From an optimization exercise on the open Yosys and OpenROAD flow, aimed at small area and a short achievable clock period; shortcuts taken in it are not production practice.
The RTL was checked by simulation tests, not by an equivalence proof against the original design.
No activity file was given, so power comes from the tool's default toggle rates.

==> flow/design.v <==
`timescale 1ns/1ps
module rename_top (
    input  logic      clk,
    input  logic      rst,
    input  logic      rename_valid,
    input  logic [$clog2(32)-1:0] rs1_arch,
    input  logic [$clog2(32)-1:0] rs2_arch,
    input  logic [$clog2(32)-1:0] rd_arch,
    input  logic      complete_valid,
    input  logic [$clog2(16)-1:0]   complete_rob_id,
    input  logic      complete_mispredict,
    output logic      rename_ready,
    output logic [$clog2(64)-1:0]  rs1_phy,
    output logic [$clog2(64)-1:0]  rs2_phy,
    output logic [$clog2(64)-1:0]  rd_phy,
    output logic [$clog2(16)-1:0]   rob_id,
    output logic      retire_valid,
    output logic [$clog2(32)-1:0] retire_rd_arch,
    output logic [$clog2(64)-1:0]  retire_rd_phy,
    output logic      flush
);
    wire [$clog2(64)-1:0] fmap_q [32];
    wire [$clog2(64)-1:0] bmap_q [32];
    wire [64-1:0] free_q;
    wire [64-1:0] held_q;
    logic [64-1:0] free_d;
    logic [$clog2(64)-1:0] alloc_q;
    logic avail_q;
    logic ready_q;
    logic [$clog2(16):0] head_q;
    logic [$clog2(16):0] tail_q;
    logic [$clog2(32)-1:0] ent_rd_arch [16];
    logic [$clog2(64)-1:0]  ent_new_phy [16];
    logic [16-1:0] ent_done;
    logic [16-1:0] ent_misp;
    logic retire_misp;
    logic [$clog2(64)-1:0] release_phy;
    assign fmap_q[0] = '0;
    assign bmap_q[0] = '0;
    assign free_q[0] = 1'b0;
    assign held_q[0] = 1'b1;
    assign free_d[0] = 1'b0;
    assign rs1_phy = fmap_q[rs1_arch];
    assign rs2_phy = fmap_q[rs2_arch];
    logic [$clog2(64)-1:0] alloc_d;
    logic [7:0] grp_any;
    logic [2:0] grp_idx [8];
    always_comb begin
        for (int g = 0; g < 8; g++) begin
            grp_any[g] = |free_d[g*8 +: 8];
            grp_idx[g] = '0;
            for (int j = 7; j >= 0; j--) begin
                if (free_d[g*8 + j]) grp_idx[g] = j[2:0];
            end
        end
        alloc_d = '0;
        for (int g = 7; g >= 0; g--) begin
            if (grp_any[g]) alloc_d = {g[2:0], grp_idx[g]};
        end
    end
    logic [64-1:0] lower_free;
    always_comb begin
        lower_free[0] = 1'b0;
        for (int i = 1; i < 64; i++) begin
            lower_free[i] = lower_free[i-1] | free_q[i-1];
        end
    end
    logic recovering, rename_fire, alloc_fire, pop;
    logic rd_nz;
    logic [$clog2(16)-1:0] head_slot, tail_slot;
    logic [$clog2(16):0] head_d, tail_d;
    logic full_d, retire_valid_d, retire_misp_d, flush_d;
    assign head_slot = head_q[$clog2(16)-1:0];
    assign tail_slot = tail_q[$clog2(16)-1:0];
    assign recovering = (retire_valid && retire_misp) || flush;
    assign rd_nz = (rd_arch != '0);
    assign rename_ready = ready_q && (avail_q || !rd_nz);
    assign rename_fire  = rename_valid && rename_ready;
    assign alloc_fire   = rename_valid && ready_q && avail_q && rd_nz;
    assign rd_phy = alloc_fire ? alloc_q : '0;
    assign rob_id = tail_slot;
    assign pop = (head_q != tail_q) && ent_done[head_slot] && !recovering;
    assign retire_valid_d = pop;
    assign retire_misp_d = pop && ent_misp[head_slot];
    assign flush_d = retire_valid && retire_misp;
    always_comb begin
        head_d = head_q;
        tail_d = tail_q;
        if (flush) begin
            head_d = tail_q;
        end else begin
            if (pop) head_d = head_q + 1'b1;
            if (rename_fire) tail_d = tail_q + 1'b1;
        end
    end
    assign full_d = (head_d[$clog2(16)-1:0] == tail_d[$clog2(16)-1:0]) &&
                    (head_d[$clog2(16)] != tail_d[$clog2(16)]);
    logic release_valid;
    assign release_valid = retire_valid && (retire_rd_arch != '0);
    for (genvar i = 1; i < 32; i++) begin : g_map
        logic [$clog2(64)-1:0] f_q, b_q;
        assign fmap_q[i] = f_q;
        assign bmap_q[i] = b_q;
        always_ff @(posedge clk or posedge rst) begin
            if (rst) begin
                f_q <= i[$clog2(64)-1:0];
            end else if (flush) begin
                f_q <= b_q;
            end else if (alloc_fire && (rd_arch == i[$clog2(32)-1:0])) begin
                f_q <= alloc_q;
            end
        end
        always_ff @(posedge clk or posedge rst) begin
            if (rst) begin
                b_q <= i[$clog2(64)-1:0];
            end else if (release_valid && (retire_rd_arch == i[$clog2(32)-1:0])) begin
                b_q <= retire_rd_phy;
            end
        end
    end
    for (genvar i = 1; i < 64; i++) begin : g_phy
        logic rel_hit, new_hit, fr_q, hd_q;
        assign free_q[i] = fr_q;
        assign held_q[i] = hd_q;
        assign rel_hit = release_valid && (release_phy == i[$clog2(64)-1:0]);
        assign new_hit = release_valid && (retire_rd_phy == i[$clog2(64)-1:0]);
        assign free_d[i] = flush ? !hd_q
                                 : ((fr_q && (!alloc_fire || lower_free[i])) || rel_hit);
        always_ff @(posedge clk or posedge rst) begin
            if (rst) begin
                fr_q <= (i >= 32);
                hd_q <= (i < 32);
            end else begin
                fr_q <= free_d[i];
                hd_q <= (hd_q && !rel_hit) || new_hit;
            end
        end
    end
    always_ff @(posedge clk or posedge rst) begin
        if (rst) begin
            head_q <= '0;
            tail_q <= '0;
            retire_valid <= 1'b0;
            retire_misp <= 1'b0;
            flush <= 1'b0;
            ready_q <= 1'b1;
            alloc_q <= 32;
            avail_q <= 1'b1;
        end else begin
            head_q <= head_d;
            tail_q <= tail_d;
            retire_valid <= retire_valid_d;
            retire_misp <= retire_misp_d;
            flush <= flush_d;
            ready_q <= !full_d && !(retire_valid_d && retire_misp_d) && !flush_d;
            alloc_q <= alloc_d;
            avail_q <= |free_d;
        end
    end
    always_ff @(posedge clk) begin
        if (complete_valid && !recovering) begin
            ent_done[complete_rob_id] <= 1'b1;
            ent_misp[complete_rob_id] <= complete_mispredict;
        end
        if (rename_fire) begin
            ent_done[tail_slot] <= 1'b0;
        end
    end
    always_ff @(posedge clk) begin
        if (rename_fire) begin
            ent_rd_arch[tail_slot] <= rd_arch;
            ent_new_phy[tail_slot] <= rd_phy;
        end
    end
    logic [$clog2(32)-1:0] head_arch;
    assign head_arch = ent_rd_arch[head_slot];
    always_ff @(posedge clk) begin
        retire_rd_arch <= head_arch;
        retire_rd_phy <= ent_new_phy[head_slot];
        if (release_valid && (retire_rd_arch == head_arch)) begin
            release_phy <= retire_rd_phy;
        end else begin
            release_phy <= bmap_q[head_arch];
        end
    end
endmodule
==> flow/run.sh <==
#!/bin/bash
# synth_recipe.tcl (not shown) runs the flow's synth.tcl, then flattens the netlist and writes it again
# the make line also repeats each setting of config.mk as NAME=value (left out here)
make -C /OpenROAD-flow-scripts/flow DESIGN_CONFIG=/design/flow/config.mk WORK_HOME=/design/flow/orfs CLKGATE_MAP_FILE= SYNTH_SCRIPT=/design/flow/synth_recipe.tcl finish
==> flow/config.mk <==
export PLATFORM = sky130hd
export DESIGN_NAME = rename_top
export DESIGN_NICKNAME = rename_top
export VERILOG_FILES = /design/flow/design.v
export SDC_FILE = /design/flow/constraint.sdc
export NUM_CORES = 4
export LEC_CHECK = 0
export CAP_MARGIN = 20
export CELL_PAD_IN_SITES_DETAIL_PLACEMENT = 1
export CELL_PAD_IN_SITES_GLOBAL_PLACEMENT = 2
export CORE_MARGIN = 2
export CORE_UTILIZATION = 25
export PLACE_DENSITY = 0.45
export SETUP_SLACK_MARGIN = 2.6
export SLEW_MARGIN = 20
==> flow/constraint.sdc <==
create_clock -name core_clock -period 6.0 [get_ports {clk}]
set_input_delay 1.2000 -clock core_clock [delete_from_list [all_inputs] [get_ports {clk}]]
set_output_delay 1.2000 -clock core_clock [all_outputs]
set_load 0.01 [all_outputs]
==> flow_summary.json, run 1 <==
{
  "status": "no timing/DRC/antenna violations",
  "hp-start": "g_phy[28].hd_q$_DFF_PP1_",
  "crit_family": "simple AND/OR/NAND/NOR gates",
  "root_buffer": "clkbuf_16",
  "clkSinkCount": 744,
  "die_area_um2": 151000,
  "arrival_ps": 2940,
  "ctsHtreeMaxLevel": 3,
  "synth-async-reset-ratio": 0.698,
  "syn-num-nets": 3304,
  "globalplace.congestion": 0.952,
  "reg2reg_slack_ps": 2200,
  "grt_max_degree": 251,
  "final_util": 0.327,
  "r2r-end": "release_phy[4]$_DFF_P_",
  "grt_antenna_before_repair": 12,
  "hold_path.class": "reg -> reg",
  "syn_area_per_cell_um2": 11.3,
  "yosysSeqAreaShare": 0.534,
  "vias": 31157,
  "synth-edff-count": 192,
  "vias_per_cell": 5.57,
  "clock_skew_ps": 58.5,
  "area_growth_pct": 29.6,
  "numCtsBuffers": 95,
  "cp-start-kind": "input pin",
  "die_h_um": 388,
  "post-route-drc-count": 0,
  "first_global_vias": 31895,
  "hpwl_um": 156000,
  "hold_depth": 2,
  "yosys-top-cells-count": "370 x nand2_1, 293 x dfrtp_1, 288 x o21ai_0",
  "peakVddDrop_mv": 0.231,
  "crit_fanout": 8,
  "rsz0062_at_grt": "yes",
  "yosysTopAreaCellShare": 0.199,
  "ys_ff_latch": 744,
  "final_layout_size_suffix_gt1_frac": 0.372,
  "fin_crit_sh": 0.690,
  "dp.cells": 5215,
  "path_clk_slew_ps": 60,
  "grt_overflow": 0,
  "slowest_delay_ps": 380,
  "finalSetupViolations": 0,
  "ant_nets": 0,
  "synth_most_common_cell": "nand2_1",
  "required_ps": 4800,
  "syn-cell-area_um2": 36900,
  "drt-total-wl_um": 216000,
  "cp_slowest_cell": "or3_4",
  "ctsLongestPathBuffers": 3,
  "powerDensity_nw_per_um2": 534,
  "yosysUniqueCellTypes": 86,
  "holdPathEnd": "g_phy[28].hd_q$_DFF_PP1_",
  "worstReg2RegStart": "head_q[0]$_DFF_PP0_",
  "whs_ps": 484,
  "hold_viol_final": 0,
  "start_util": 0.253,
  "grt_pass1_wl_um": 293000,
  "crit_type": "in -> out",
  "ctsHoldBuffers": 0,
  "cts_tree": "yes",
  "synthCells": 3269,
  "synth_top_area_cell": "dfrtp_1",
  "drv_slew": 0,
  "synth_warnings": 2,
  "port_buffers": 59,
  "drtPass1Iterations": 5,
  "endpoint_kind": "primary output",
  "placementRows": 140,
  "ioPinCount": 60,
  "slew_headroom": 0.202,
  "synth_flop_cell": "dfrtp_1",
  "drtIter0Drc": 2857,
  "cp.buffers_inverters": 4,
  "core_area_um2": 146000,
  "worst_slew_pin_slew_ps": 1200,
  "crit_chain": "buf_12, or3b_4, buf_6, nor2_4, buf_12, a22o_1, a221oi_2, nand4_1, or3_4, buf_6",
  "clock_latency_ps": 720,
  "r2r_cells": 14,
  "finish.net_count": 3623,
  "synthTopCellsByArea": "dfrtp_1 20%, dfstp_2 16%, edfxtp_1 16%",
  "stdcell_count": 5594,
  "p_total_uw": 25500,
  "grt_usage": 0.282,
  "post_drt_wl_per_cell_um": 38.6,
  "p_leak_uw": 0.0177,
  "fmaxAchievable_mhz": 241,
  "fin_crit_ps": 4140,
  "max_cap_viol_count": 0,
  "die_w_um": 388
}
==> how the worst max path moves through the flow <==
stage	depth (start not counted)	start	slack [ps]	end
5_1_grt	10	rs1_arch[2]	1840	rs1_phy[1]
4_1_cts	10	rs2_arch[3]	1880	rs2_phy[5]
6_report	10	rs1_arch[2]	1860	rs1_phy[1]
3_3_place_gp	13	rd_arch[2]	400	alloc_q[3]$_DFF_PP0_
2_1_floorplan	1	rst	-2070	alloc_q[0]$_DFF_PP0_
3_5_place_dp	12	rename_valid	410	alloc_q[3]$_DFF_PP0_
==> per-layer routing <==
layer  routed length (µm)  global-route usage  up-vias  share of wire
met2                91200               0.412      979           0.42
met1               104000               0.421    16852           0.48
met4                 5470              0.0644        0          0.025
li1                     -                   -    13094              -
met5                    0                   0        -              0
met3                14900              0.0603      232          0.069
==> report_power, final <==
part / switching [µW] / internal, µW / total, µW
clock network: 2430 / 3480 / 5920
registers: 3090 / 7460 / 10500
logic: 5350 / 3710 / 9060
total: 10900 / 14700 / 25500
==> state kept, by name (all words and copies together) (netlist names), 5 cells and up <==
signal / count
release_phy: 6
ent_done: 16
ent_rd_arch: 80
ent_new_phy: 96
alloc_q: 6
retire_rd_phy: 6
g_map.b_q: 186
ent_misp: 16
g_phy.hd_q: 63
g_phy.fr_q: 63
retire_rd_arch: 5
g_map.f_q: 186
head_q: 5
tail_q: 5
==> through the flow <==
stage	instance area (µm²)	TNS [ps]	setup WS (ps)
floorplan	37700	-638830	-2070
global placement	41000	0	402
detailed placement	41100	0	415
CTS	47200	0	1880
global route	47800	0	1840
finish	47800	0	1860
==> kinds of logic after synthesis <==
| kind of cell | Yosys count | share of synthesized area |
|---|---|---|
| and+or+nand+nor | 978 | 0.127 |
| AOI/OAI and AO/OA | 839 | 0.156 |
| DFF | 744 | 0.534 |
| muxes | 449 | 0.150 |
| buffers and inverters | 224 | 0.0242 |
| xor gates and xnor gates | 24 | 0.00570 |
| adders and majority gates | 11 | 0.00373 |
==> layout make-up <==
cell class | instances | area (µm²)
fill | 15751 | 98300
sequential | 744 | 19700
multi-input combinational | 2302 | 18300
timing repair buffer | 408 | 3990
clock buffer | 144 | 2760
tap | 1917 | 2400
clock inverter | 33 | 435
inverter | 37 | 146
antenna | 9 | 22.5
==> worst min-delay path, cell delays in order (launching register included) <==
cell and delay [ps]:
dfstp_2 360, nand2_1 40, o21ai_0 70
==> cell usage in the layout (no fill, tap or decap), types with 23 or more instances in the layout <==
cell type,synthesis,final
o21ai_0,288,284
o31ai_1,30,26
a221oi_2,0,51
nor2_1,226,150
edfxtp_1,192,192
a22oi_1,118,102
a21oi_1,54,51
clkdlybuf4s50_1,0,24
nand2b_1,48,39
nand4_1,56,56
buf_12,0,35
nor2_4,0,53
buf_4,5,258
dfrtp_1,293,285
dfstp_2,226,226
mux4_2,65,65
nor2_2,0,23
mux2_2,193,193
nor3_1,63,36
dfxtp_1,33,24
a22o_1,102,94
buf_6,3,73
clkbuf_16,0,95
nand2_1,370,358
inv_1,37,34
mux2i_1,191,191
clkbuf_1,150,29
a31oi_1,40,39
nand3_1,53,43
==> what timing repair did <==
| action | CTS | global route |
|---|---|---|
| setup buffers | 161 | 29 |
| pin swaps | 132 | 64 |
| gates cloned | 3 | 0 |
| setup endpoints to repair | 241 | 33 |
| gates resized for setup | 465 | 76 |
==> inputs of run 2 (changes only) <==
--- a/flow/config.mk
+++ b/flow/config.mk
@@ -5,11 +5,12 @@
 export SDC_FILE = /design/flow/constraint.sdc
 export NUM_CORES = 4
 export LEC_CHECK = 0
+export ABC_AREA = 1
 export CAP_MARGIN = 20
 export CELL_PAD_IN_SITES_DETAIL_PLACEMENT = 1
 export CELL_PAD_IN_SITES_GLOBAL_PLACEMENT = 2
 export CORE_MARGIN = 2
 export CORE_UTILIZATION = 25
 export PLACE_DENSITY = 0.45
-export SETUP_SLACK_MARGIN = 2.6
+export SETUP_SLACK_MARGIN = 2.0
 export SLEW_MARGIN = 20
==> run 2 against run 1 <==
Design area is 1.7% higher. Still clean on timing, DRC and antenna. Synthesized area down 0.27%. Critical endpoint is now alloc_q[0]$_DFF_PP0_. Setup slack got worse by 1600 ps. Highest routed layer unchanged. Sequential power is 16% lower.
==> flow_summary.json, run 2 <==
{
  "synth-edff-count": 192,
  "p_leak_uw": 0.0191,
  "endpoint_kind": "flop",
  "synthCells": 4339,
  "drv_slew": 0,
  "hp-start": "ent_done[4]$_DFF_P_",
  "reg.largest.list": "g_map.b_q (186), g_map.f_q (186), ent_new_phy (96)",
  "crit_top_cell": "buf_4",
  "vias_per_cell": 4.95,
  "grt_pass1_wl_um": 267000,
  "dp.cells": 6318,
  "worstReg2RegStart": "g_phy[2].fr_q$_DFF_PP0_",
  "max_cap_viol_count": 0,
  "top_layer_used": "met4",
  "start_util": 0.252,
  "clkSinkCount": 744,
  "clock_skew_ps": 26.9,
  "syn-num-nets": 4374,
  "rsz0062_at_grt": "yes",
  "fin_crit_sh": 0.952,
  "clock_latency_ps": 730,
  "globalplace.congestion": 0.867,
  "required_ps": 6630,
  "yosysSeqAreaShare": 0.535,
  "area_growth_pct": 32.2,
  "syn-cell-area_um2": 36800,
  "crit_type": "reg -> reg",
  "final_util": 0.333,
  "finish.net_count": 4764,
  "port_buffers": 59,
  "drtIter0Drc": 1792,
  "numCtsBuffers": 97,
  "core_area_um2": 146000,
  "ant_nets": 0,
  "final_layout_size_suffix_gt1_frac": 0.268,
  "stdcell_count": 6736,
  "hpwl_um": 134000,
  "yosysTopAreaCellShare": 0.199,
  "grt_overflow": 0,
  "final_common_cell": "nand2_1",
  "path_clk_slew_ps": 60,
  "fin_crit_ps": 5710,
  "arrival_ps": 6340,
  "synthTopCellsByArea": "dfrtp_1 20%, dfstp_2 16%, edfxtp_1 16%",
  "post_drt_wl_per_cell_um": 27.9,
  "wl_met3_um": 5120,
  "synth-async-reset-ratio": 0.698,
  "worst_slew_pin_slew_ps": 1100,
  "drtPass1Iterations": 7,
  "ys_ff_latch": 744,
  "die_area_um2": 150000,
  "grt_usage": 0.246,
  "synth_flop_cell": "dfrtp_1",
  "hold_path.class": "reg -> reg",
  "fillerInstances": 16791,
  "first_global_vias": 34923,
  "grt_antenna_before_repair": 8,
  "crit_fanout": 4,
  "finalSetupViolations": 0,
  "hold_viol_final": 0,
  "placementRows": 140,
  "yosys-top-cells-count": "933 x nand2_1, 629 x inv_1, 472 x nor2_1",
  "synth_warnings": 2,
  "syn_area_per_cell_um2": 8.48,
  "synth_most_common_cell": "nand2_1",
  "ctsHtreeMaxLevel": 3,
  "ioPinCount": 60,
  "ctsLongestPathBuffers": 3,
  "wl_met2_um": 94300,
  "status": "no timing/DRC/antenna violations",
  "wl_met1_um": 82600,
  "die_w_um": 388,
  "vias": 33316,
  "fmaxAchievable_mhz": 175,
  "crit_start": "g_phy[2].fr_q$_DFF_PP0_",
  "synth_top_area_cell": "dfrtp_1",
  "cts_tree": "yes",
  "powerDensity_nw_per_um2": 517,
  "root_buffer": "clkbuf_16",
  "grt_max_degree": 137,
  "slew_headroom": 0.266,
  "post-route-drc-count": 0,
  "ctsHoldBuffers": 0,
  "slowest_delay_ps": 390,
  "yosysUniqueCellTypes": 58,
  "cp-start-kind": "flop",
  "die_h_um": 388,
  "mostFrequentLayoutCells": "863 x nand2_1, 541 x inv_1, 432 x o21ai_0",
  "drt-total-wl_um": 188000,
  "cp_slowest_cell": "dfrtp_1",
  "peakVddDrop_mv": 0.259
}
run 2: path summary, 6_finish.rpt:
| path | endpoint | slack (ps) | cells after the start |
|---|---|---|---|
| min reg2reg | ent_done[4]$_DFF_P_ | 440 | 2 |
| min | ent_done[4]$_DFF_P_ | 440 | 2 |
| min in group asynchronous | g_map[29].b_q[1]$_DFFE_PP0P_ | 950 | 2 |
| max | alloc_q[0]$_DFF_PP0_ | 290 | 48 |
| max reg2reg | alloc_q[0]$_DFF_PP0_ | 290 | 48 |
| max in group asynchronous | flush$_DFF_PP0_ | 3620 | 3 |
run 2: critical path, delay by kind of cell (launching register included):
kind | cells | cell delay, ps
and+or+nand+nor | 21 | 2400
DFF | 1 | 390
AOI/OAI and AO/OA | 2 | 360
buffers and inverters | 25 | 2440
run 2: layout make-up:
| type | instances | area, µm² | area share |
|---|---|---|---|
| inverter | 636 | 2500 | 0.0514 |
| multi-input combinational | 2777 | 16500 | 0.339 |
| timing repair buffer | 471 | 4370 | 0.0898 |
| tap | 1917 | 2400 | 0.0493 |
| timing repair inverter | 2 | 22.5 | 0.000463 |
| clock inverter | 26 | 290 | 0.00597 |
| antenna | 7 | 17.5 | 0.000360 |
| sequential | 744 | 19700 | 0.405 |
| clock buffer | 156 | 2840 | 0.0584 |
run 2: per-layer routing:
layer / vias to the layer above / GRT usage
met5: - / 0
met4: 0 / 0.0701
met3: 229 / 0.0270
met2: 505 / 0.433
met1: 17011 / 0.316
li1: 15571 / -
run 2: through the flow:
step | setup WS, ps | hold slack, ps | setup TNS, ps | instance area [µm²] | power, µW
final | 286 | 444 | 0 | 48600 | 25200
after global routing | -284 | 476 | -962 | 48600 | 26700
after CTS | 384 | 449 | 0 | 46700 | 24700
after detailed placement | -455 | 440 | -2200 | 40700 | 17600
after global placement | -433 | 432 | -1860 | 40700 | 17600
after floorplan | -2070 | 415 | -638830 | 36800 | 12800
run 2: kinds of logic (layout without fill, tap and decap cells):
group	after synthesis	after routing	share of synthesized area
simple gates	1707	1707	0.191
mux	1	1	0.000272
other cells	0	7	0
xor+xnor	15	15	0.00357
buf+inv	818	1291	0.0840
flops	744	744	0.535
fa+ha+maj	11	11	0.00374
compound gates	1043	1043	0.182
run 2: timing repair:
action	in CTS	in global routing
endpoints found under the setup margin	51	61
gates resized for setup	544	343
buffers inserted	138	79
gates cloned	11	1
pin swaps	96	130
run 2: power by group:
part | internal [µW] | leakage, µW | switching (µW) | total [µW]
sequential | 7290 | 0.00818 | 1540 | 8830
clock | 3380 | 0.00153 | 2510 | 5890
combinational | 3440 | 0.00939 | 7010 | 10400
==> inputs of run 3 (changes only) <==
--- a/flow/config.mk
+++ b/flow/config.mk
@@ -5,7 +5,6 @@
 export SDC_FILE = /design/flow/constraint.sdc
 export NUM_CORES = 4
 export LEC_CHECK = 0
-export ABC_AREA = 1
 export CAP_MARGIN = 20
 export CELL_PAD_IN_SITES_DETAIL_PLACEMENT = 1
 export CELL_PAD_IN_SITES_GLOBAL_PLACEMENT = 2
==> run 3 against run 2 <==
Sequential cell count is the same. Non-clock buffer count shrank 126. Routed wire length grew 13%. Core utilization shrank 1.9 points. Global-route usage grew 3.1 points. Synthesized area grew 0.27%. Synthesized cell count shrank 25%. Sequential power grew 21%. Die area grew 0.27%. Register-to-register slack gained 1700 ps. Clock power shrank 0.8%. Sequential share of layout area grew 2.4 points.
==> flow_summary.json, run 3 <==
{
  "status": "no timing/DRC/antenna violations",
  "globalplace.congestion": 0.975,
  "rsz0062_at_grt": "yes",
  "arrival_ps": 2940,
  "grt_max_degree": 155,
  "crit_top_cell": "buf_6",
  "final_layout_size_suffix_gt1_frac": 0.324,
  "synth_top_area_cell": "dfrtp_1",
  "grt_pass1_wl_um": 288000,
  "endpoint_kind": "primary output",
  "final_util": 0.315,
  "clock_skew_ps": 68.3,
  "powerDensity_nw_per_um2": 534,
  "cp_slowest_cell": "a222oi_1",
  "worst_slew_pin_slew_ps": 1190,
  "ys_ff_latch": 744,
  "drv_slew": 0,
  "fmaxAchievable_mhz": 242,
  "die_area_um2": 151000,
  "drtIter0Drc": 2732,
  "grt_antenna_before_repair": 14,
  "vias": 30966,
  "p_leak_uw": 0.0171,
  "drtPass1Iterations": 6,
  "ctsHtreeMaxLevel": 3,
  "required_ps": 4800,
  "area_growth_pct": 24.6,
  "vias_per_cell": 5.60,
  "synth-edff-count": 192,
  "synth_flop_cell": "dfrtp_1",
  "clock_latency_ps": 740,
  "slowest_delay_ps": 470,
  "syn-cell-area_um2": 36900,
  "fin_crit_ps": 4140,
  "port_buffers": 59,
  "yosysUniqueCellTypes": 86,
  "crit_chain": "buf_12, or3b_4, nor2_2, buf_6, a222oi_1, nand4_1, or3_4, buf_6",
  "peakVddDrop_mv": 0.283,
  "clkSinkCount": 744,
  "hpwl_um": 159000,
  "syn-num-nets": 3304,
  "crit_family": "simple AND/OR/NAND/NOR gates",
  "mostFrequentLayoutCells": "361 x nand2_1, 288 x o21ai_0, 288 x dfrtp_1",
  "max_cap_viol_count": 0,
  "crit_fanout": 8,
  "hold_path.class": "reg -> reg",
  "finish.net_count": 3559,
  "synthCells": 3269,
  "yosysSeqAreaShare": 0.534,
  "synth_warnings": 2,
  "post-route-drc-count": 0,
  "slew_headroom": 0.203,
  "placementRows": 140,
  "cp.buffers_inverters": 3,
  "cp-start-kind": "input pin",
  "numCtsBuffers": 95,
  "ctsHoldBuffers": 0,
  "ctsLongestPathBuffers": 3,
  "yosys-top-cells-count": "370 x nand2_1, 293 x dfrtp_1, 288 x o21ai_0",
  "fin_crit_sh": 0.690,
  "drt-total-wl_um": 212000,
  "grt_usage": 0.277,
  "first_global_vias": 31913,
  "grt_overflow": 0,
  "crit_type": "in -> out",
  "synth-async-reset-ratio": 0.698,
  "path_clk_slew_ps": 50,
  "ioPinCount": 60,
  "finalSetupViolations": 0,
  "synthTopCellsByArea": "dfrtp_1 20%, dfstp_2 16%, edfxtp_1 16%",
  "fin_setup_tns_ps": 0,
  "cts_tree": "yes",
  "root_buffer": "clkbuf_16",
  "die_w_um": 388,
  "post_drt_wl_per_cell_um": 38.3,
  "ant_nets": 0,
  "final_common_cell": "nand2_1",
  "die_h_um": 388,
  "hold_viol_final": 0,
  "synth_most_common_cell": "nand2_1",
  "reg.largest.list": "g_map.b_q (186), g_map.f_q (186), ent_new_phy (96)",
  "syn_area_per_cell_um2": 11.3,
  "yosysTopAreaCellShare": 0.199,
  "core_area_um2": 146000,
  "start_util": 0.253
}
run 3: changes by cell type after synthesis, sizes merged, moves of 48 or more:
cell / before / now
a22oi: 23 / 118
o211ai: 92 / 17
nand2b: 0 / 48
mux2: 0 / 193
inv: 630 / 37
nor2: 489 / 226
nand2: 936 / 371
mux2i: 1 / 191
mux4: 0 / 65
o22ai: 135 / 4
nand3: 107 / 53
a22o: 10 / 102
o21ai: 467 / 292
o221ai: 148 / 3
run 3: final timing paths:
check / startpoint / endpoint / slack (ps) / cells past startpoint
max: rs1_arch[2] / rs1_phy[4] / 1860 / 8
min: g_phy[35].hd_q$_DFF_PP0_ / g_phy[35].fr_q$_DFF_PP1_ / 480 / 1
max reg2reg: head_q[0]$_DFF_PP0_ / release_phy[4]$_DFF_P_ / 2020 / 10
min reg2reg: g_phy[35].hd_q$_DFF_PP0_ / g_phy[35].fr_q$_DFF_PP1_ / 480 / 1
max in group asynchronous: rst / g_map[11].f_q[5]$_DFFE_PP0P_ / 3670 / 3
min in group asynchronous: rst / g_phy[23].fr_q$_DFF_PP0_ / 880 / 2
run 3: layout make-up:
type                            instances  area, µm²
Inverter                               37        143
Clock inverter                         35        425
Multi-Input combinational cell       2301      17400
Clock buffer                          145       2730
Antenna cell                            5       12.5
Tap cell                             1917       2400
Sequential cell                       744      19700
Fill cell                           15972     100000
Timing Repair Buffer                  345       3180
run 3: layer usage:
layer,part of all wire,wire length (µm),track usage,up-vias
li1,-,-,-,12966
met1,0.49,103000,0.411,16794
met2,0.43,91000,0.413,940
met3,0.051,10800,0.0422,264
met4,0.033,7000,0.0796,2
met5,0.000066,14,0,-
run 3: repair_timing:
action                                  in CTS  in global routing
gates cloned                                 2                  0
buffers inserted                            56                 43
endpoints found under the hold margin        0                  0
pin swaps                                   60                 56
gates resized for setup                    351                 71
endpoints found under the setup margin      51                 30
run 3: worst register-to-register path: cells and delay by family, from the launching register on:
| kind | cells | cell delay (ps) |
|---|---|---|
| flip-flops | 1 | 470 |
| buffers and inverters | 2 | 340 |
| AND/OR/NAND/NOR | 4 | 680 |
| multiplexers | 2 | 1200 |
| AO/OA/AOI/OAI | 2 | 1120 |
run 3: cell families after synthesis:
logic type | Yosys count | synth area share
buf+inv | 224 | 0.0242
flops | 744 | 0.534
compound gates | 839 | 0.156
simple gates | 978 | 0.127
mux | 449 | 0.150
xor+xnor | 24 | 0.00570
fa+ha+maj | 11 | 0.00373
run 3: stage by stage:
step,hold WS (ps),cells,total power (µW),cell area (µm²),setup WS [ps]
3_5_place_dp,470,5243,18000,40700,569
3_3_place_gp,466,5242,17900,40700,458
6_report,477,5529,24600,46000,1860
4_1_cts,477,5481,24400,45300,1790
5_1_grt,511,5524,25500,46000,1790
2_1_floorplan,418,3269,13100,36900,-2070
run 3: report_power, final:
| part | leakage [µW] | switching (µW) | internal (µW) |
|---|---|---|---|
| Sequential | 0.00820 | 3230 | 7460 |
| Combinational | 0.00734 | 4880 | 3150 |
| Clock | 0.00154 | 2470 | 3370 |
| Total | 0.0171 | 10600 | 14000 |
==> inputs of run 4 (changes only) <==
--- a/flow/config.mk
+++ b/flow/config.mk
@@ -10,6 +10,8 @@
 export CELL_PAD_IN_SITES_GLOBAL_PLACEMENT = 2
 export CORE_MARGIN = 2
 export CORE_UTILIZATION = 25
+export CTS_BUF_LIST = sky130_fd_sc_hd__clkbuf_8
+export CTS_CLUSTER_SIZE = 30
 export PLACE_DENSITY = 0.45
 export SETUP_SLACK_MARGIN = 2.0
 export SLEW_MARGIN = 20
==> run 4 against run 3 <==
Setup slack got worse by 46 ps. Fmax decreased by 1.1%. Critical path depth unchanged. Core utilization decreased by 0.12 points. Combinational power decreased by 1%. Via count increased by 0.63%. Design area decreased by 0.38%. Critical endpoint unchanged. Synthesized cell count unchanged.
==> flow_summary.json, run 4 <==
{
  "crit_start": "rs1_arch[2]",
  "pre_cts_ws_ps": 569,
  "reg2reg_slack_ps": 2070,
  "peakVddDrop_mv": 0.258,
  "yosys-top-cells-count": "370 x nand2_1, 293 x dfrtp_1, 288 x o21ai_0",
  "finish.net_count": 3597,
  "drtIter0Drc": 2880,
  "die_w_um": 388,
  "die_area_um2": 151000,
  "ctsHoldBuffers": 0,
  "rsz0062_at_grt": "yes",
  "synth-edff-count": 192,
  "p_total_uw": 24100,
  "worst_slew_pin_slew_ps": 1210,
  "drtPass1Iterations": 6,
  "vias": 31162,
  "fin_crit_sh": 0.697,
  "p_leak_uw": 0.0173,
  "r2r_cells": 12,
  "area_growth_pct": 24.2,
  "hpwl_um": 159000,
  "yosysSeqAreaShare": 0.534,
  "hold_path.class": "reg -> reg",
  "drv_slew": 0,
  "post-route-drc-count": 0,
  "numCtsBuffers": 148,
  "synth_most_common_cell": "nand2_1",
  "drt-total-wl_um": 213000,
  "powerDensity_nw_per_um2": 527,
  "path_clk_slew_ps": 50,
  "post_drt_wl_per_cell_um": 37.9,
  "first_global_vias": 32518,
  "placementRows": 140,
  "multi_input_area_um2": 17400,
  "start_util": 0.253,
  "port_buffers": 59,
  "crit_fanout": 8,
  "ys_ff_latch": 744,
  "cp-start-kind": "input pin",
  "fin_ws_ps": 1820,
  "die_h_um": 388,
  "yosysUniqueCellTypes": 86,
  "crit_type": "in -> out",
  "synth_warnings": 2,
  "globalplace.congestion": 0.975,
  "synthTopCellsByArea": "dfrtp_1 20%, dfstp_2 16%, edfxtp_1 16%",
  "grt_overflow": 0,
  "ctsHtreeMaxLevel": 4,
  "syn-num-nets": 3304,
  "clock_skew_ps": 80.7,
  "slew_headroom": 0.192,
  "grt_max_degree": 155,
  "core_area_um2": 146000,
  "worstReg2RegStart": "head_q[0]$_DFF_PP0_",
  "hold_depth": 1,
  "synth_top_area_cell": "dfrtp_1",
  "final_common_cell": "nand2_1",
  "grt_usage": 0.278,
  "yosysTopAreaCellShare": 0.199,
  "endpoint_kind": "primary output",
  "finalSetupViolations": 0,
  "cts_tree": "yes",
  "clkSinkCount": 744,
  "fin_crit_ps": 4180,
  "ant_nets": 0,
  "fillerInstances": 16048,
  "final_layout_size_suffix_gt1_frac": 0.329,
  "reg.largest.list": "g_map.b_q (186), g_map.f_q (186), ent_new_phy (96)",
  "seqCellArea_um2": 19700,
  "syn-cell-area_um2": 36900,
  "required_ps": 4800,
  "grt_antenna_before_repair": 17,
  "arrival_ps": 2980,
  "ctsLongestPathBuffers": 3,
  "synth_flop_cell": "dfrtp_1",
  "hp-start": "g_phy[35].hd_q$_DFF_PP0_",
  "ioPinCount": 60,
  "syn_area_per_cell_um2": 11.3,
  "mostFrequentLayoutCells": "362 x nand2_1, 288 x dfrtp_1, 287 x o21ai_0",
  "grt_pass1_wl_um": 289000,
  "root_buffer": "clkbuf_8",
  "vias_per_cell": 5.55,
  "fmaxAchievable_mhz": 239,
  "max_cap_viol_count": 0,
  "synthCells": 3269,
  "status": "no timing/DRC/antenna violations",
  "hold_viol_final": 0,
  "synth-async-reset-ratio": 0.698,
  "clock_latency_ps": 900
}
-- run 4: cell count changes in the layout (fill, tap and decap cells not counted), moves of 4 or more --
cell | previous run | this run
clkbuf_8 | 16 | 174
clkbuf_16 | 95 | 0
inv_1 | 35 | 101
clkbuf_1 | 34 | 0
buf_4 | 236 | 225
clkinv_2 | 18 | 10
inv_12 | 0 | 5
clkinv_16 | 4 | 0
inv_16 | 1 | 5
-- run 4: cells by family (layout without fill, tap and decap cells) --
logic type / Yosys count / after routing / synth area share
compound gates: 839 / 839 / 0.156
xor+xnor: 24 / 24 / 0.00570
fa+ha+maj: 11 / 11 / 0.00373
buf+inv: 224 / 642 / 0.0242
flops: 744 / 744 / 0.534
mux: 449 / 449 / 0.150
other cells: 0 / 7 / 0
simple gates: 978 / 978 / 0.127
-- run 4: layout make-up --
type,count,area share
diodes,7,0.000382
clock buffers,174,0.0523
inverters,37,0.00311
repair buffers,330,0.0662
clock inverters,101,0.0156
multi-input cells,2301,0.380
well taps,1917,0.0523
flip-flops and latches,744,0.430
-- run 4: layer usage --
layer | up-vias | GRT usage | wire (µm)
met5 | - | 0 | 43
met4 | 6 | 0.0822 | 6680
met3 | 311 | 0.0483 | 11700
met2 | 993 | 0.413 | 91100
met1 | 16787 | 0.410 | 103000
li1 | 13065 | - | -
-- run 4: where the power goes --
part	internal, µW	total [µW]	switching (µW)
logic	3090	7950	4860
registers	7460	10700	3230
clock network	2920	5510	2590
-- run 4: critical path, cell delays in order --
cell,delay [ps]
buf_12,110
or3b_4,250
nor2_2,40
buf_6,140
a222oi_1,500
nand4_1,200
or3_4,400
buf_6,140
-- run 4: path summary, 6_finish.rpt --
kind | end
worst max-delay path | rs1_phy[4]
worst min-delay path | g_phy[35].fr_q$_DFF_PP1_
worst max register to register | release_phy[0]$_DFF_P_
worst min register to register | g_phy[35].fr_q$_DFF_PP1_
max in group asynchronous | g_map[11].f_q[5]$_DFFE_PP0P_
min in group asynchronous | g_phy[23].fr_q$_DFF_PP0_
-- run 4: timing repair --
item | 4_1_cts | 5_1_grt
buffers inserted | 58 | 26
gates resized for setup | 339 | 76
gates cloned | 2 | 0
pin swaps | 57 | 50
endpoints found under the hold margin | 0 | 0
setup endpoints to repair | 32 | 32
-- run 4: stage by stage --
stage	cells	hold slack (ps)	area (µm²)	util	setup TNS [ps]
floorplan	3269	418	36900	-	-638830
global placement	5242	466	40700	0.278	0
detailed placement	5243	470	40700	0.278	0
CTS	5578	477	45200	0.310	0
global route	5605	513	45800	0.314	0
finish	5611	478	45800	0.314	0
==> inputs of run 5 (changes only) <==
--- a/flow/config.mk
+++ b/flow/config.mk
@@ -10,8 +10,9 @@
 export CELL_PAD_IN_SITES_GLOBAL_PLACEMENT = 2
 export CORE_MARGIN = 2
 export CORE_UTILIZATION = 25
-export CTS_BUF_LIST = sky130_fd_sc_hd__clkbuf_8
-export CTS_CLUSTER_SIZE = 30
+export CTS_BUF_LIST = sky130_fd_sc_hd__clkbuf_8 sky130_fd_sc_hd__clkbuf_16
+export CTS_CLUSTER_DIAMETER = 70
+export CTS_CLUSTER_SIZE = 25
 export PLACE_DENSITY = 0.45
 export SETUP_SLACK_MARGIN = 2.0
 export SLEW_MARGIN = 20
==> run 5 against run 4 <==
Routed wire length fell by 0.46%. Clock skew decreased by 26 ps. Die area unchanged. Largest power group unchanged. Largest cell class unchanged. Setup slack better by 20 ps. Design area about the same. Synthesized cell count did not move.
==> flow_summary.json, run 5 <==
{
  "p_total_uw": 24300,
  "rsz0062_at_grt": "yes",
  "final_common_cell": "nand2_1",
  "synth_warnings": 2,
  "drv_slew": 0,
  "syn_area_per_cell_um2": 11.3,
  "hp-start": "g_phy[35].hd_q$_DFF_PP0_",
  "synth_top_area_cell": "dfrtp_1",
  "crit_fanout": 8,
  "finish.net_count": 3542,
  "powerDensity_nw_per_um2": 531,
  "synth-edff-count": 192,
  "syn-cell-area_um2": 36900,
  "p_leak_uw": 0.0170,
  "core_area_um2": 146000,
  "comb_power_share": 0.329,
  "worstReg2RegStart": "head_q[0]$_DFF_PP0_",
  "status": "no timing/DRC/antenna violations",
  "post-route-drc-count": 0,
  "switchingPower_uw": 10700,
  "vias": 30877,
  "synthCells": 3269,
  "drt-total-wl_um": 212000,
  "ctsLongestPathBuffers": 3,
  "cp-start-kind": "input pin",
  "clockPowerShare": 0.233,
  "worst_slew_pin_slew_ps": 1180,
  "grt_usage": 0.276,
  "drtPass1Iterations": 7,
  "met1_usage": 0.412,
  "endpoint_kind": "primary output",
  "drtIter0Drc": 2781,
  "clkSinkCount": 744,
  "ant_nets": 0,
  "swShare": 0.440,
  "mostFrequentLayoutCells": "361 x nand2_1, 288 x dfrtp_1, 287 x o21ai_0",
  "grt_max_degree": 155,
  "ctsHoldBuffers": 0,
  "yosys-top-cells-count": "370 x nand2_1, 293 x dfrtp_1, 288 x o21ai_0",
  "ys_ff_latch": 744,
  "groute.layer.met2.usage": 0.412,
  "finalSetupViolations": 0,
  "crit_type": "in -> out",
  "first_global_vias": 31805,
  "placementRows": 140,
  "yosysUniqueCellTypes": 86,
  "ioPinCount": 60,
  "slew_headroom": 0.209,
  "whs_ps": 475,
  "syn-num-nets": 3304,
  "synth_most_common_cell": "nand2_1",
  "stdcell_count": 5497,
  "numCtsBuffers": 80,
  "die_h_um": 388,
  "root_buffer": "clkbuf_16",
  "dp.cells": 5243,
  "reg2reg_slack_ps": 1970,
  "final_layout_size_suffix_gt1_frac": 0.330,
  "holdPathEnd": "g_phy[35].fr_q$_DFF_PP1_",
  "synth_flop_cell": "dfrtp_1",
  "p_int_uw": 13600,
  "cts_tree": "yes",
  "port_buffers": 59,
  "grt_overflow": 0,
  "hold_depth": 1,
  "area_growth_pct": 24.2,
  "fin_ws_ps": 1840,
  "synthTopCellsByArea": "dfrtp_1 20%, dfstp_2 16%, edfxtp_1 16%",
  "vias_per_cell": 5.62,
  "synth-async-reset-ratio": 0.698,
  "peakVddDrop_mv": 0.281,
  "die_area_um2": 151000,
  "seqPwrFrac": 0.438,
  "yosysTopAreaCellShare": 0.199,
  "grt_antenna_before_repair": 12,
  "crit_start": "rs1_arch[2]",
  "reg.largest.list": "g_map.b_q (186), g_map.f_q (186), ent_new_phy (96)",
  "clock_skew_ps": 54.3,
  "globalRouteMet3Util": 0.0409,
  "ctsHtreeMaxLevel": 3,
  "r2r-end": "release_phy[3]$_DFF_P_",
  "pre_cts_ws_ps": 569,
  "die_w_um": 388,
  "start_util": 0.253,
  "final_util": 0.314,
  "clock_latency_ps": 730,
  "grt_pass1_wl_um": 287000,
  "grt_busiest_layer": "met2",
  "yosysSeqAreaShare": 0.534,
  "fin_crit_ps": 4160,
  "required_ps": 4800,
  "hold_viol_final": 0,
  "arrival_ps": 2960,
  "fin_crit_sh": 0.694,
  "fmaxAchievable_mhz": 240,
  "r2r_cells": 13,
  "post_drt_wl_per_cell_um": 38.5,
  "max_cap_viol_count": 0,
  "hpwl_um": 159000,
  "globalplace.congestion": 0.975,
  "hold_path.class": "reg -> reg",
  "path_clk_slew_ps": 60
}
-- run 5: stage by stage --
step	area [µm²]	TNS, ps
floorplan	36900	-638830
global placement	40700	0
detailed placement	40700	0
CTS	45100	0
global route	45800	0
finish	45800	0
-- run 5: per-layer routing --
layer | vias up | wire length (µm) | part of all wire
met5 | - | 0 | 0
met4 | 0 | 6730 | 0.032
met3 | 263 | 10600 | 0.050
met2 | 970 | 91100 | 0.43
met1 | 16704 | 103000 | 0.49
li1 | 12940 | - | -
-- run 5: worst max-delay path, stage by stage --
cell      delay (ps)
buf_12           110
or3b_4           260
nor2_4            40
buf_6            130
a222oi_1         500
nand4_1          190
or3_4            390
buf_6            140
-- run 5: how the worst max path moves through the flow --
stage,slack [ps],to,cells past startpoint
after detailed placement,570,rs1_phy[4],8
after global placement,460,rs2_phy[2],7
after CTS,1830,rs1_phy[4],8
final,1840,rs1_phy[4],8
after floorplan,-2070,alloc_q[0]$_DFF_PP0_,1
after global routing,1790,rs1_phy[4],8
-- run 5: timing repair --
item / CTS / global route
pin swaps: 68 / 56
setup endpoints to repair: 55 / 35
gates cloned: 2 / 1
buffers inserted: 63 / 33
resized for setup: 342 / 96
-- run 5: final cells by class --
class                   instances  area, µm²
repair buffers                342       3150
inverters                      37        143
well taps                    1917       2400
fillers                     15930     100000
flip-flops and latches        744      19700
multi-input cells            2302      17500
clock buffers                  87       2120
diodes                          6       15.0
clock inverters                62        817
-- run 5: power by group through the flow --
stage | Sequential [µW] | Clock [µW] | Combinational [µW]
floorplan | 8370 | 0 | 4680
global placement | 10700 | 0 | 7190
detailed placement | 10700 | 0 | 7290
CTS | 10500 | 5810 | 7750
global route | 10700 | 5970 | 8580
finish | 10700 | 5670 | 8010
-- run 5: cell families (layout without fill, tap and decap cells) --
kind of cell,after synthesis,count (layout),synth area share
and+or+nand+nor,978,978,0.127
AOI/OAI and AO/OA,839,839,0.156
DFF,744,744,0.534
muxes,449,450,0.150
buffers and inverters,224,528,0.0242
xor gates and xnor gates,24,24,0.00570
adders and majority gates,11,11,0.00373
other,0,6,0
==> inputs of run 6 (changes only) <==
--- a/flow/config.mk
+++ b/flow/config.mk
@@ -10,9 +10,9 @@
 export CELL_PAD_IN_SITES_GLOBAL_PLACEMENT = 2
 export CORE_MARGIN = 2
 export CORE_UTILIZATION = 25
-export CTS_BUF_LIST = sky130_fd_sc_hd__clkbuf_8 sky130_fd_sc_hd__clkbuf_16
-export CTS_CLUSTER_DIAMETER = 70
-export CTS_CLUSTER_SIZE = 25
+export CTS_BUF_LIST = sky130_fd_sc_hd__clkbuf_16
+export CTS_CLUSTER_DIAMETER = 100
+export CTS_CLUSTER_SIZE = 20
 export PLACE_DENSITY = 0.45
 export SETUP_SLACK_MARGIN = 2.0
 export SLEW_MARGIN = 20
==> run 6 against run 5 <==
Still clean. Fmax decreased by 0.84%. Via count decreased by 0.62%. Largest cell class unchanged. Combinational power about the same. Setup slack got worse by 35 ps. Die area unchanged. Clock-buffer cell count decreased by 37. Cell count decreased by 1.0%.
==> flow_summary.json, run 6 <==
{
  "yosysSeqAreaShare": 0.534,
  "fmaxAchievable_mhz": 238,
  "start_util": 0.253,
  "final_common_cell": "nand2_1",
  "fin_crit_sh": 0.700,
  "globalplace.congestion": 0.975,
  "ioPinCount": 60,
  "crit_type": "in -> out",
  "p_leak_uw": 0.0164,
  "port_buffers": 59,
  "final_util": 0.304,
  "synth-async-reset-ratio": 0.698,
  "ant_nets": 0,
  "drt-total-wl_um": 211000,
  "fin_crit_ps": 4200,
  "crit_top_cell": "buf_6",
  "syn_area_per_cell_um2": 11.3,
  "vias": 30687,
  "synth_top_area_cell": "dfrtp_1",
  "clock_skew_ps": 63.6,
  "cts_tree": "yes",
  "crit_chain": "buf_8, or3b_4, nor2_4, buf_6, a222oi_1, nand4_1, or3_4, buf_6",
  "yosysUniqueCellTypes": 86,
  "clkSinkCount": 744,
  "synth_most_common_cell": "nand2_1",
  "drv_slew": 0,
  "dp.cells": 5243,
  "slowest_delay_ps": 520,
  "finalSetupViolations": 0,
  "slew_headroom": 0.201,
  "final_layout_size_suffix_gt1_frac": 0.313,
  "cp_slowest_cell": "a222oi_1",
  "cp.buffers_inverters": 3,
  "peakVddDrop_mv": 0.235,
  "die_w_um": 388,
  "vias_per_cell": 5.64,
  "powerDensity_nw_per_um2": 503,
  "path_clk_slew_ps": 80,
  "yosysTopAreaCellShare": 0.199,
  "core_area_um2": 146000,
  "crit_fanout": 8,
  "hold_path.class": "reg -> reg",
  "area_growth_pct": 20.3,
  "mostFrequentLayoutCells": "359 x nand2_1, 288 x o21ai_0, 288 x dfrtp_1",
  "post-route-drc-count": 0,
  "die_area_um2": 151000,
  "synthTopCellsByArea": "dfrtp_1 20%, dfstp_2 16%, edfxtp_1 16%",
  "ctsLongestPathBuffers": 3,
  "grt_max_degree": 155,
  "synth_warnings": 2,
  "grt_usage": 0.274,
  "syn-cell-area_um2": 36900,
  "stdcell_count": 5442,
  "first_global_vias": 31459,
  "required_ps": 4800,
  "drtPass1Iterations": 6,
  "ctsHtreeMaxLevel": 2,
  "fillerInstances": 16035,
  "finish.net_count": 3514,
  "synthCells": 3269,
  "ys_ff_latch": 744,
  "synth_flop_cell": "dfrtp_1",
  "die_h_um": 388,
  "status": "no timing/DRC/antenna violations",
  "grt_pass1_wl_um": 285000,
  "root_buffer": "clkbuf_16",
  "grt_overflow": 0,
  "placementRows": 140,
  "clock_latency_ps": 720,
  "drtIter0Drc": 2823,
  "crit_family": "simple AND/OR/NAND/NOR gates",
  "synth-edff-count": 192,
  "post_drt_wl_per_cell_um": 38.7,
  "worst_slew_pin_slew_ps": 1190,
  "arrival_ps": 3000,
  "hpwl_um": 159000,
  "syn-num-nets": 3304,
  "yosys-top-cells-count": "370 x nand2_1, 293 x dfrtp_1, 288 x o21ai_0",
  "numCtsBuffers": 48,
  "hold_viol_final": 0,
  "max_cap_viol_count": 0,
  "rsz0062_at_grt": "yes",
  "grt_antenna_before_repair": 12,
  "cp-start-kind": "input pin",
  "endpoint_kind": "primary output",
  "reg.largest.list": "g_map.b_q (186), g_map.f_q (186), ent_new_phy (96)"
}
## run 6: cell families (layout without fill, tap and decap cells)
group / count (synthesis) / in the layout / share of synthesized area
xor+xnor: 24 / 24 / 0.00570
flops: 744 / 744 / 0.534
fa+ha+maj: 11 / 11 / 0.00373
mux: 449 / 449 / 0.150
simple gates: 978 / 978 / 0.127
other cells: 0 / 6 / 0
compound gates: 839 / 839 / 0.156
buf+inv: 224 / 474 / 0.0242
## run 6: power breakdown
group          switching (µW)  internal (µW)  total (µW)
Clock                    2080           1560        3640
Sequential               3240           7440       10700
Combinational            4850           3150        8000
## run 6: layout make-up
| type | count | area, µm² | share of cell area |
|---|---|---|---|
| Multi-Input combinational cell | 2301 | 17400 | 0.392 |
| Timing Repair Buffer | 347 | 3190 | 0.0719 |
| Antenna cell | 6 | 15.0 | 0.000338 |
| Clock inverter | 40 | 268 | 0.00603 |
| Sequential cell | 744 | 19700 | 0.444 |
| Tap cell | 1917 | 2400 | 0.0540 |
| Clock buffer | 50 | 1250 | 0.0282 |
| Inverter | 37 | 143 | 0.00321 |
## run 6: per-stage QoR
| stage | worst slack (ps) | total power (µW) | hold WS, ps | TNS [ps] | cell area [µm²] |
|---|---|---|---|---|---|
| 2_1_floorplan | -2070 | 13100 | 418 | -638830 | 36900 |
| 3_3_place_gp | 458 | 17900 | 466 | 0 | 40700 |
| 3_5_place_dp | 569 | 18000 | 470 | 0 | 40700 |
| 4_1_cts | 1830 | 22100 | 481 | 0 | 43700 |
| 5_1_grt | 1790 | 23200 | 517 | 0 | 44400 |
| 6_report | 1800 | 22300 | 483 | 0 | 44400 |
## run 6: path summary, 6_finish.rpt
path	start	end	slack (ps)	cells after the start
max	rs1_arch[2]	rs1_phy[4]	1800	8
min	g_phy[35].hd_q$_DFF_PP0_	g_phy[35].fr_q$_DFF_PP1_	480	1
max reg2reg	head_q[0]$_DFF_PP0_	release_phy[3]$_DFF_P_	2060	13
min reg2reg	g_phy[35].hd_q$_DFF_PP0_	g_phy[35].fr_q$_DFF_PP1_	480	1
max in group asynchronous	rst	g_map[22].f_q[0]$_DFFE_PP0P_	3670	3
min in group asynchronous	rst	g_phy[23].fr_q$_DFF_PP0_	910	2
## run 6: per-layer routing
metal	vias to the layer above	GRT usage	wire (µm)
met5	-	0	0
met4	0	0.0723	6380
met3	236	0.0365	10600
met2	944	0.410	90200
met1	16665	0.413	103000
li1	12842	-	-
## run 6: timing repair
action,4_1_cts,5_1_grt
pin swaps,63,59
setup buffers,56,45
gates cloned,2,0
gates resized for setup,347,83
hold buffers,0,0
setup endpoints to repair,63,31
endpoints found under the hold margin,0,0
## run 6: worst register-to-register path, cell delays in order (launching register included)
cell and delay, ps:
dfrtp_4 470, buf_12 160, mux4_2 540, mux4_2 620, buf_4 200, nor2_1 100
nand2_1 150, nor2_1 700, a22o_1 270, a221oi_1 80, nand4_1 190, nor3_1 90
buf_4 160, o21ai_0 140
==> inputs of run 7 (changes only) <==
--- a/flow/config.mk
+++ b/flow/config.mk
@@ -14,5 +14,5 @@
 export CTS_CLUSTER_DIAMETER = 100
 export CTS_CLUSTER_SIZE = 20
 export PLACE_DENSITY = 0.45
-export SETUP_SLACK_MARGIN = 2.0
+export SETUP_SLACK_MARGIN = 1.6
 export SLEW_MARGIN = 20
==> run 7 against run 6 <==
Clock-buffer cell count unchanged. Largest cell class unchanged. Highest routed layer is now met5. Synthesized area unchanged. Largest power group unchanged. Die area unchanged. Sequential cell count stayed put. Routed wire length is 0.62% lower. Sequential power is essentially flat. Setup slack got worse by 220 ps.
==> flow_summary.json, run 7 <==
{
  "placementRows": 140,
  "max_cap_viol_count": 0,
  "port_buffers": 59,
  "mostFrequentLayoutCells": "367 x nand2_1, 290 x dfrtp_1, 288 x o21ai_0",
  "ctsHtreeMaxLevel": 2,
  "synth-async-reset-ratio": 0.698,
  "multi_input_area_um2": 16900,
  "grt_antenna_before_repair": 10,
  "synth-edff-count": 192,
  "numCtsBuffers": 48,
  "globalplace.congestion": 0.975,
  "fmaxAchievable_mhz": 226,
  "first_global_vias": 31145,
  "syn_area_per_cell_um2": 11.3,
  "ctsHoldBuffers": 0,
  "start_util": 0.253,
  "p_leak_uw": 0.0157,
  "fillerInstances": 16078,
  "worst_slew_pin_slew_ps": 1170,
  "yosysSeqAreaShare": 0.534,
  "vias_per_cell": 5.64,
  "powerDensity_nw_per_um2": 507,
  "slew_headroom": 0.219,
  "final_util": 0.294,
  "ys_ff_latch": 744,
  "peakVddDrop_mv": 0.222,
  "place_area_um2": 40700,
  "finish.instance_area_um2": 42900,
  "final_common_cell": "nand2_1",
  "syn-cell-area_um2": 36900,
  "die_w_um": 388,
  "grt_usage": 0.273,
  "crit_fanout": 6,
  "finish.net_count": 3436,
  "reg.largest.list": "g_map.b_q (186), g_map.f_q (186), ent_new_phy (96)",
  "synthCells": 3269,
  "drt-total-wl_um": 209000,
  "core_area_um2": 146000,
  "yosysTopAreaCellShare": 0.199,
  "fin_crit_ps": 4420,
  "vias": 30254,
  "hold_path.class": "reg -> reg",
  "ioPinCount": 60,
  "root_buffer": "clkbuf_16",
  "synth_flop_cell": "dfrtp_1",
  "finalSetupViolations": 0,
  "seqCellArea_um2": 19700,
  "die_h_um": 388,
  "endpoint_kind": "flop",
  "reg2reg_slack_ps": 1710,
  "post-route-drc-count": 0,
  "rsz0062_at_grt": "yes",
  "hpwl_um": 159000,
  "syn-num-nets": 3304,
  "cp-start-kind": "input pin",
  "required_ps": 6560,
  "yosys-top-cells-count": "370 x nand2_1, 293 x dfrtp_1, 288 x o21ai_0",
  "area_growth_pct": 16.4,
  "clock_skew_ps": 60.6,
  "grt_overflow": 0,
  "clkSinkCount": 744,
  "clock_latency_ps": 720,
  "synth_warnings": 2,
  "ant_nets": 0,
  "ctsLongestPathBuffers": 3,
  "grt_max_degree": 155,
  "drv_slew": 0,
  "post_drt_wl_per_cell_um": 39.0,
  "crit_type": "in -> reg",
  "path_clk_slew_ps": 80,
  "drtPass1Iterations": 7,
  "hold_viol_final": 0,
  "status": "no timing/DRC/antenna violations",
  "synth_top_area_cell": "dfrtp_1",
  "arrival_ps": 4990,
  "die_area_um2": 151000,
  "grt_pass1_wl_um": 284000,
  "fin_crit_sh": 0.737,
  "synth_most_common_cell": "nand2_1",
  "final_layout_size_suffix_gt1_frac": 0.268,
  "cts_tree": "yes",
  "p_total_uw": 21800,
  "yosysUniqueCellTypes": 86,
  "synthTopCellsByArea": "dfrtp_1 20%, dfstp_2 16%, edfxtp_1 16%",
  "drtIter0Drc": 2843
}
[run 7: cell counts after synthesis]
No cell type changed its count.
[run 7: what timing repair did]
| action | 4_1_cts | 5_1_grt |
|---|---|---|
| cloned | 0 | 0 |
| endpoints found under the setup margin | 28 | 19 |
| resized for setup | 152 | 45 |
| pin swaps | 18 | 13 |
| setup buffers | 20 | 5 |
[run 7: critical path, cell delays in order]
cell	delay, ps
clkdlybuf4s50_1	600
nor2_1	170
buf_4	200
a211oi_4	240
buf_12	170
buf_4	120
nand4_1	200
o311a_1	410
or2_1	290
nor4_4	340
o211ai_1	230
a21oi_1	350
o21bai_1	160
a21oi_2	290
[run 7: cells by family (layout without fill, tap and decap cells)]
| family | after synthesis | in the layout | synth area share |
|---|---|---|---|
| AO/OA/AOI/OAI | 839 | 839 | 0.156 |
| XOR/XNOR | 24 | 24 | 0.00570 |
| adder cells (fa/ha/maj) | 11 | 11 | 0.00373 |
| buffers and inverters | 224 | 396 | 0.0242 |
| flip-flops | 744 | 744 | 0.534 |
| multiplexers | 449 | 449 | 0.150 |
| other | 0 | 9 | 0 |
| AND/OR/NAND/NOR | 978 | 978 | 0.127 |
[run 7: final cells by class]
class                   count  share of cell area
flip-flops and latches    744               0.459
clock buffers              50              0.0291
clock inverters            40             0.00624
inverters                  37             0.00332
multi-input cells        2301               0.393
repair buffers            269              0.0531
diodes                      9            0.000524
well taps                1917              0.0559
[run 7: metrics by stage]
| stage | hold slack, ps | setup slack, ps | cells | TNS (ps) |
|---|---|---|---|---|
| 2_1_floorplan | 418 | -2070 | 3269 | -638830 |
| 3_3_place_gp | 466 | 458 | 5242 | 0 |
| 3_5_place_dp | 470 | 569 | 5243 | 0 |
| 4_1_cts | 481 | 1530 | 5353 | 0 |
| 5_1_grt | 517 | 1560 | 5358 | 0 |
| 6_report | 477 | 1580 | 5367 | 0 |
[run 7: path summary, 6_finish.rpt]
path	start	end	cells past startpoint
setup / recovery	rd_arch[3]	alloc_q[3]$_DFF_PP0_	14
hold / removal	g_phy[35].hd_q$_DFF_PP0_	g_phy[35].fr_q$_DFF_PP1_	1
setup reg to reg	g_phy[7].fr_q$_DFF_PP0_	alloc_q[3]$_DFF_PP0_	10
hold reg to reg	g_phy[35].hd_q$_DFF_PP0_	g_phy[35].fr_q$_DFF_PP1_	1
max in group asynchronous	rst	g_map[25].b_q[1]$_DFFE_PP0P_	3
min in group asynchronous	rst	g_phy[23].fr_q$_DFF_PP0_	2
[run 7: per-layer routing]
layer	track usage	up-vias	wire [µm]
li1	-	12670	-
met2	0.410	927	90300
met3	0.0362	217	11600
met1	0.411	16438	102000
met4	0.0664	2	5650
met5	0	-	14
[run 7: report_power, final]
part,total (µW),switching (µW),internal [µW],leakage [µW]
Clock,3630,2070,1560,0.000801
Combinational,7480,4650,2830,0.00674
Sequential,10700,3220,7440,0.00821
Total,21800,9950,11800,0.0157
==> inputs of run 8 (changes only) <==
--- a/flow/config.mk
+++ b/flow/config.mk
@@ -13,6 +13,7 @@
 export CTS_BUF_LIST = sky130_fd_sc_hd__clkbuf_16
 export CTS_CLUSTER_DIAMETER = 100
 export CTS_CLUSTER_SIZE = 20
+export GPL_ROUTABILITY_DRIVEN = 0
 export PLACE_DENSITY = 0.45
-export SETUP_SLACK_MARGIN = 1.6
+export SETUP_SLACK_MARGIN = 1.8
 export SLEW_MARGIN = 20
==> run 8 against run 7 <==
Synthesized area is the same. Largest cell class unchanged. Critical path type is now in -> out. Design area grew 0.58%. Total power is essentially flat. Routed wire length shrank 5.4%. Still clean. Clock-buffer cell count grew 1. Die area is the same.
==> flow_summary.json, run 8 <==
{
  "status": "no timing/DRC/antenna violations",
  "ctsHoldBuffers": 0,
  "powerDensity_nw_per_um2": 504,
  "synth_most_common_cell": "nand2_1",
  "start_util": 0.253,
  "syn-cell-area_um2": 36900,
  "slowest_delay_ps": 360,
  "wl_met2_um": 82400,
  "synth_warnings": 2,
  "r2r_cells": 11,
  "grt_overflow": 0,
  "syn-num-nets": 3304,
  "syn_area_per_cell_um2": 11.3,
  "placementRows": 140,
  "port_buffers": 59,
  "crit_type": "in -> out",
  "ys_ff_latch": 744,
  "hold_depth": 2,
  "rsz0062_at_grt": "yes",
  "crit_fanout": 8,
  "multi_input_area_um2": 17200,
  "vias": 30213,
  "reg2reg_slack_ps": 1790,
  "reg.largest.list": "g_map.b_q (186), g_map.f_q (186), ent_new_phy (96)",
  "holdPathEnd": "g_phy[21].hd_q$_DFF_PP1_",
  "clock_skew_ps": 31.7,
  "hp-start": "g_phy[21].hd_q$_DFF_PP1_",
  "wl_met1_um": 94300,
  "fin_crit_sh": 0.705,
  "p_leak_uw": 0.0157,
  "grt_max_degree": 175,
  "finalSetupViolations": 0,
  "grt_pass1_wl_um": 272000,
  "arrival_ps": 3030,
  "top_layer_used": "met4",
  "ant_nets": 0,
  "hold_viol_final": 0,
  "first_global_vias": 30913,
  "hpwl_um": 145000,
  "synthCells": 3269,
  "area_growth_pct": 17.0,
  "cp-start-kind": "input pin",
  "crit_chain": "buf_4, nand2b_4, buf_4, nor2_4, a22o_1, a221oi_2, nand4_1, or3_1, clkdlybuf4s15_1",
  "fmaxAchievable_mhz": 236,
  "die_area_um2": 151000,
  "peakVddDrop_mv": 0.197,
  "drtIter0Drc": 3043,
  "pre_cts_ws_ps": 491,
  "worstReg2RegStart": "head_q[0]$_DFF_PP0_",
  "drtPass1Iterations": 6,
  "cp_slowest_cell": "or3_1",
  "synth_top_area_cell": "dfrtp_1",
  "synth-async-reset-ratio": 0.698,
  "die_h_um": 388,
  "crit_top_cell": "buf_4",
  "cts_tree": "yes",
  "wl_met3_um": 14700,
  "yosys-top-cells-count": "370 x nand2_1, 293 x dfrtp_1, 288 x o21ai_0",
  "post-route-drc-count": 0,
  "crit_family": "simple AND/OR/NAND/NOR gates",
  "yosysUniqueCellTypes": 86,
  "cp.buffers_inverters": 3,
  "max_cap_viol_count": 0,
  "ctsHtreeMaxLevel": 2,
  "drv_slew": 0,
  "endpoint_kind": "primary output",
  "yosysTopAreaCellShare": 0.199,
  "grt_antenna_before_repair": 10,
  "r2r-end": "release_phy[5]$_DFF_P_",
  "synth-edff-count": 192,
  "drt-total-wl_um": 198000,
  "core_area_um2": 146000,
  "post_drt_wl_per_cell_um": 37.1,
  "required_ps": 4800,
  "synth_flop_cell": "dfrtp_1",
  "fillerInstances": 16058,
  "final_util": 0.296,
  "fin_ws_ps": 1770,
  "root_buffer": "clkbuf_16",
  "synthTopCellsByArea": "dfrtp_1 20%, dfstp_2 16%, edfxtp_1 16%",
  "ctsLongestPathBuffers": 3,
  "clock_latency_ps": 690,
  "yosysSeqAreaShare": 0.534,
  "path_clk_slew_ps": 100,
  "finish.net_count": 3412,
  "numCtsBuffers": 49,
  "fin_crit_ps": 4230,
  "stdcell_count": 5340,
  "worst_slew_pin_slew_ps": 1240,
  "final_common_cell": "nand2_1",
  "grt_usage": 0.258,
  "clkSinkCount": 744,
  "hold_path.class": "reg -> reg",
  "mostFrequentLayoutCells": "364 x nand2_1, 289 x dfrtp_1, 288 x o21ai_0",
  "slew_headroom": 0.169,
  "die_w_um": 388,
  "final_layout_size_suffix_gt1_frac": 0.281,
  "vias_per_cell": 5.66,
  "seqCellArea_um2": 19700,
  "dp.cells": 5187,
  "ioPinCount": 60
}
==> run 8: timing repair <==
item	CTS	global route
buffers inserted	44	12
setup endpoints to repair	32	22
resized for setup	271	50
pin swaps	16	28
==> run 8: layout make-up <==
| class | instances | area share |
|---|---|---|
| Sequential cell | 744 | 0.457 |
| Multi-Input combinational cell | 2301 | 0.398 |
| Tap cell | 1917 | 0.0555 |
| Timing Repair Buffer | 244 | 0.0494 |
| Clock buffer | 51 | 0.0295 |
| Clock inverter | 41 | 0.00779 |
| Inverter | 37 | 0.00330 |
| Antenna cell | 5 | 0.000290 |
==> run 8: metal layers <==
| metal | global-route usage | vias up |
|---|---|---|
| met1 | 0.379 | 16165 |
| met2 | 0.372 | 1118 |
| met5 | 0 | - |
| met3 | 0.0608 | 340 |
| li1 | - | 12590 |
| met4 | 0.0736 | 0 |
==> run 8: cells by family after synthesis <==
group / synth area share
multiplexers: 0.150
XOR/XNOR: 0.00570
adder cells (fa/ha/maj): 0.00373
AND/OR/NAND/NOR: 0.127
AO/OA/AOI/OAI: 0.156
flip-flops: 0.534
buffers and inverters: 0.0242
==> run 8: tightest hold or removal path, cell delays in order, from the launching register on <==
cell	delay, ps
dfstp_2	380
o21ai_0	60
nand2_1	60
==> run 8: worst max-delay path by stage <==
stage	start	to	slack, ps	cells after the start
global route	rs2_arch[3]	rs2_phy[5]	1730	9
floorplan	rst	alloc_q[0]$_DFF_PP0_	-2070	1
finish	rs2_arch[3]	rs2_phy[1]	1770	9
global placement	rs2_arch[0]	rs2_phy[1]	600	8
CTS	rs2_arch[2]	rs2_phy[1]	1710	9
detailed placement	rs2_arch[0]	rs2_phy[1]	490	8
==> run 8: power breakdown <==
part	switching, µW	internal [µW]	total [µW]
combinational	4740	2860	7610
sequential	2940	7440	10400
clock	2090	1690	3770
total	9770	12000	21700
==> run 8: metrics by stage <==
step / power, µW / hold slack (ps) / area [µm²] / TNS [ps]
3_3_place_gp: 17500 / 466 / 40300 / 0
3_5_place_dp: 17600 / 471 / 40300 / 0
2_1_floorplan: 13100 / 418 / 36900 / -638830
4_1_cts: 21700 / 491 / 42900 / 0
6_report: 21700 / 487 / 43200 / 0
5_1_grt: 22700 / 514 / 43200 / 0

[re-timing with driven ports]
In the flow no input, the clock included, has a driving cell. The finished layouts below were timed again as built, in two steps.
Step 1 assumes that a clkbuf_16 drives the clock port and a buf_2 every other input.
Step 2 also shifts input and output timing later by t, the mid clock arrival at the registers, as if the neighbouring blocks saw the same clock.
a / b / c = ideal ports / drivers / drivers and shift; a / b = the first two.
| run | t, ns | setup WS [ns] | worst slew at a driven data input, ns | cell pins on the clock port's net |
|---|---|---|---|---|
| run 1 | 0.776 | 1.858 / 1.805 / 1.505 | 0.12 | 1 |
| run 2 | 0.795 | 0.286 / 0.286 / -0.378 | 0.09 | 1 |
| run 3 | 0.776 | 1.861 / 1.807 / 1.320 | 0.07 | 1 |
| run 4 | 0.930 | 1.816 / 1.762 / 1.231 | 0.07 | 1 |
| run 5 | 0.778 | 1.835 / 1.781 / 1.277 | 0.07 | 1 |
| run 6 | 0.768 | 1.800 / 1.753 / 1.382 | 0.07 | 1 |
| run 7 | 0.770 | 1.579 / 1.588 / 0.870 | 0.08 | 1 |
| run 8 | 0.748 | 1.771 / 1.744 / 1.285 | 0.12 | 1 |
Met with ideal ports but missed after step 2: setup timing in run 2. For run 7, which loses most, drivers alone change the setup slack by +0.009 ns; drivers and shift together by -0.709 ns.
